Source: an optimization exercise on an open RTL-to-GDS flow (aim: small area and a short achievable clock period). Production flows keep margins and buffers that such runs may drop.
At most, simulation tests tie the RTL to the original design; equivalence was not proved.
No activity file was given, so power comes from the tool's default toggle rates.

// data_mem_responder
module data_mem_responder #(
  parameter int DEPTH       = 64,
  parameter int WAIT_STATES = 2
) (
  input  logic        clk,
  input  logic        reset,
  input  logic        req_valid,
  output logic        req_ready,
  input  logic        req_write,
  input  logic [31:0] req_addr,
  input  logic [31:0] req_wdata,
  input  logic [3:0]  req_be,
  output logic        rsp_valid,
  input  logic        rsp_ready,
  output logic [31:0] rsp_rdata,
  output logic        rsp_err
);
  logic idle_q, w1_q, w2_q, resp_q;
  always_ff @(posedge clk) begin
    if (reset) begin
      idle_q <= 1'b1;
      w1_q   <= 1'b0;
      w2_q   <= 1'b0;
      resp_q <= 1'b0;
    end else begin
      idle_q <= (idle_q & ~req_valid) | (resp_q & rsp_ready);
      w1_q   <= idle_q & req_valid;
      w2_q   <= w1_q;
      resp_q <= w2_q | (resp_q & ~rsp_ready);
    end
  end
  logic [5:0] cnt_q;
  logic       seen_reset_q;
  always_ff @(posedge clk) begin
    if (reset) seen_reset_q <= 1'b1;
    if (seen_reset_q || !reset) cnt_q <= cnt_q + 6'd1;
    else                        cnt_q <= 6'd0;
  end
  logic [5:0]  pos_q;
  logic        err_q, wr_q;
  logic [31:0] wdata_q;
  logic [3:0]  be_q;
  logic        a_err;
  assign a_err = (|req_addr[1:0]) | (|req_addr[31:8]);
  logic [5:0] pos_d;
  assign pos_d = idle_q ? req_addr[7:2] + cnt_q : pos_q + 6'd1;
  always_ff @(posedge clk) begin
    pos_q <= pos_d;
    if (idle_q) begin
      wr_q    <= req_write;
      wdata_q <= req_wdata;
      be_q    <= req_be;
  ...
Size in the first run: ~4700 cells after synthesis, ~2200 flip-flops, ~110 I/O pins.
==> module data_mem_responder, before the edit <==
module data_mem_responder #(
  parameter int DEPTH       = 64,
  parameter int WAIT_STATES = 2
) (
  input  logic        clk,
  input  logic        reset,
  input  logic        req_valid,
  output logic        req_ready,
  input  logic        req_write,
  input  logic [31:0] req_addr,
  input  logic [31:0] req_wdata,
  input  logic [3:0]  req_be,
  output logic        rsp_valid,
  input  logic        rsp_ready,
  output logic [31:0] rsp_rdata,
  output logic        rsp_err
);
  logic idle_q, w1_q, w2_q, resp_q;
  always_ff @(posedge clk) begin
    if (reset) begin
      idle_q <= 1'b1;
      w1_q   <= 1'b0;
      w2_q   <= 1'b0;
      resp_q <= 1'b0;
    end else begin
      idle_q <= (idle_q & ~req_valid) | (resp_q & rsp_ready);
      w1_q   <= idle_q & req_valid;
      w2_q   <= w1_q;
      resp_q <= w2_q | (resp_q & ~rsp_ready);
    end
  end
  logic [5:0] cnt_q;
  logic       seen_reset_q;
  always_ff @(posedge clk) begin
    if (reset) seen_reset_q <= 1'b1;
    if (seen_reset_q || !reset) cnt_q <= cnt_q + 6'd1;
    else                        cnt_q <= 6'd0;
  end
  logic [5:0]  pos_q;
  logic        err_q, wr_q;
  logic [31:0] wdata_q;
  logic [3:0]  be_q;
  logic        a_err;
  assign a_err = (|req_addr[1:0]) | (|req_addr[31:8]);
  logic [5:0] pos_d;
  assign pos_d = idle_q ? req_addr[7:2] + cnt_q : pos_q + 6'd1;
  always_ff @(posedge clk) begin
    pos_q <= pos_d;
    if (idle_q) begin
      wr_q    <= req_write;
      wdata_q <= req_wdata;
      be_q    <= req_be;
    end
    err_q <= (idle_q & a_err) | (~idle_q & err_q);
  end
  logic       st_ok, arm1_q, armx_q;
  logic [3:0] cb_q, wb;
  assign st_ok = wr_q & ~err_q;
  always_ff @(posedge clk) begin
    cb_q   <= be_q & {4{w1_q & st_ok & ~reset}};
    arm1_q <= w2_q & st_ok & ~reset;
    armx_q <= (w2_q & st_ok & ~reset) | arm1_q;
  end
  assign wb = (cb_q & {4{~reset}}) | (be_q & {4{armx_q}});
  localparam int NPORT = 22;
  logic [31:0] ring_d [64];
  logic [NPORT-1:0] psel_q;
  always_ff @(posedge clk)
    for (int k = 0; k < NPORT; k++)
      psel_q[k] <= pos_q + 6'd1 == 6'(3 * k);
  function automatic logic inv_pos(input integer p);
    inv_pos = p == 0 ? 1'b1 : ((p - 1) / 3) % 2 == 1;
  endfunction
  logic [31:0] wdata_n;
  assign wdata_n = ~wdata_q;
  logic [31:0] ring_q [64];
  for (genvar p = 0; p < 64; p++) begin : g_ring
    localparam int PREV = (p + 63) % 64;
    if (PREV % 3 == 0) begin : g_port
      for (genvar i = 0; i < 4; i++) begin : g_byte
        logic s;
        assign s = psel_q[PREV / 3] & wb[i];
        dmr_port8 u_port (
          .s (s),
          .sn(~s),
          .w (inv_pos(PREV) ? wdata_n[8*i +: 8] : wdata_q[8*i +: 8]),
          .p (ring_q[PREV][8*i +: 8]),
          .y (ring_d[p][8*i +: 8])
        );
        always_ff @(posedge clk)
          ring_q[p][8*i +: 8] <= ring_d[p][8*i +: 8];
      end
    end else begin : g_pass
      always_ff @(posedge clk)
        ring_q[p] <= ring_q[PREV];
    end
  end
  logic [31:0] rsel_q;
  always_ff @(posedge clk)
    for (int k = 0; k < 32; k++) rsel_q[k] <= pos_d[5:1] == 5'(k);
  logic [31:0] rword;
  always_comb begin
    rword = 32'd0;
    for (int k = 0; k < 32; k++)
      rword = rword | ({32{rsel_q[k]}} & (inv_pos(2*k) ? ~ring_q[2*k] : ring_q[2*k]));
  end
  logic [31:0] rdata_q;
  logic        rd_ld;
  assign rd_ld = (w1_q | w2_q) & ~pos_q[0];
  always_ff @(posedge clk)
    rdata_q <= ({32{rd_ld & ~wr_q & ~err_q}} & rword) | ({32{~rd_ld}} & rdata_q);
  assign req_ready = idle_q;
  assign rsp_valid = resp_q;
  assign rsp_rdata = rdata_q;
  assign rsp_err   = err_q;
endmodule
Settings: LEC_CHECK=0, CAP_MARGIN=20, CORE_MARGIN=2, CORE_UTILIZATION=60, CTS_CLUSTER_DIAMETER=80, CTS_CLUSTER_SIZE=30, SETUP_SLACK_MARGIN=3.45, SLEW_MARGIN=20; clock period 6.0 ns.
run.sh (not shown) runs the stock make flow with config.mk's settings and CLKGATE_MAP_FILE= SYNTH_SCRIPT=/design/flow/synth_recipe.tcl, a recipe that flattens the netlist after the stock synthesis.
Change:
--- a/flow/design.v
+++ b/flow/design.v
@@ -68,5 +68,5 @@
   always_ff @(posedge clk)
     for (int k = 0; k < NPORT; k++)
-      psel_q[k] <= pos_q + 6'd1 == 6'(3 * k);
+      psel_q[k] <= pos_d == 6'(3 * k);
   function automatic logic inv_pos(input integer p);
     inv_pos = p == 0 ? 1'b1 : ((p - 1) / 3) % 2 == 1;
=> The changed run ran to the end with no violations. Final cell count stays flat. Die area drops by 0.54%. Total power is about the same. Combinational power climbs by 3.2%. Synthesized area drops by 0.55%. Hold slack is worse by 0.027 ns. Maximum frequency climbs by 3.8%. Utilization hardly moves. Wire length climbs by 2.9%. Via count climbs by 0.63%.
For the first run of this note, only the layout was checked, not whether the RTL still works.

==> static timing again, ports no longer ideal <==
Ports are ideal in the flow. The routed layouts listed here were re-timed in OpenROAD.
Step 1 assumes that a clkbuf_16 drives the clock port and a buf_2 every other input.
Step 2, shift: input delay + t, output delay - t, t = (earliest + latest rising clock arrival at the registers) / 2. This alone moves slack from input paths to output paths.
a / b / c = no drivers / after step 1 / after step 2; a / b = the first two.
| run | t (ns) | setup slack, ns | worst register clock-pin slew, ns | cell pins on the clock port's net |
|---|---|---|---|---|
| the first run | 0.762 | 3.313 / 3.359 / 2.596 | 0.12 / 0.12 | 1 |
| the second run | 0.768 | 3.411 / 3.411 / 2.719 | 0.11 / 0.11 | 1 |
After both steps every run listed still meets setup and hold. For the first run, which loses most, drivers alone change the setup slack by +0.046 ns; drivers and shift together by -0.717 ns.
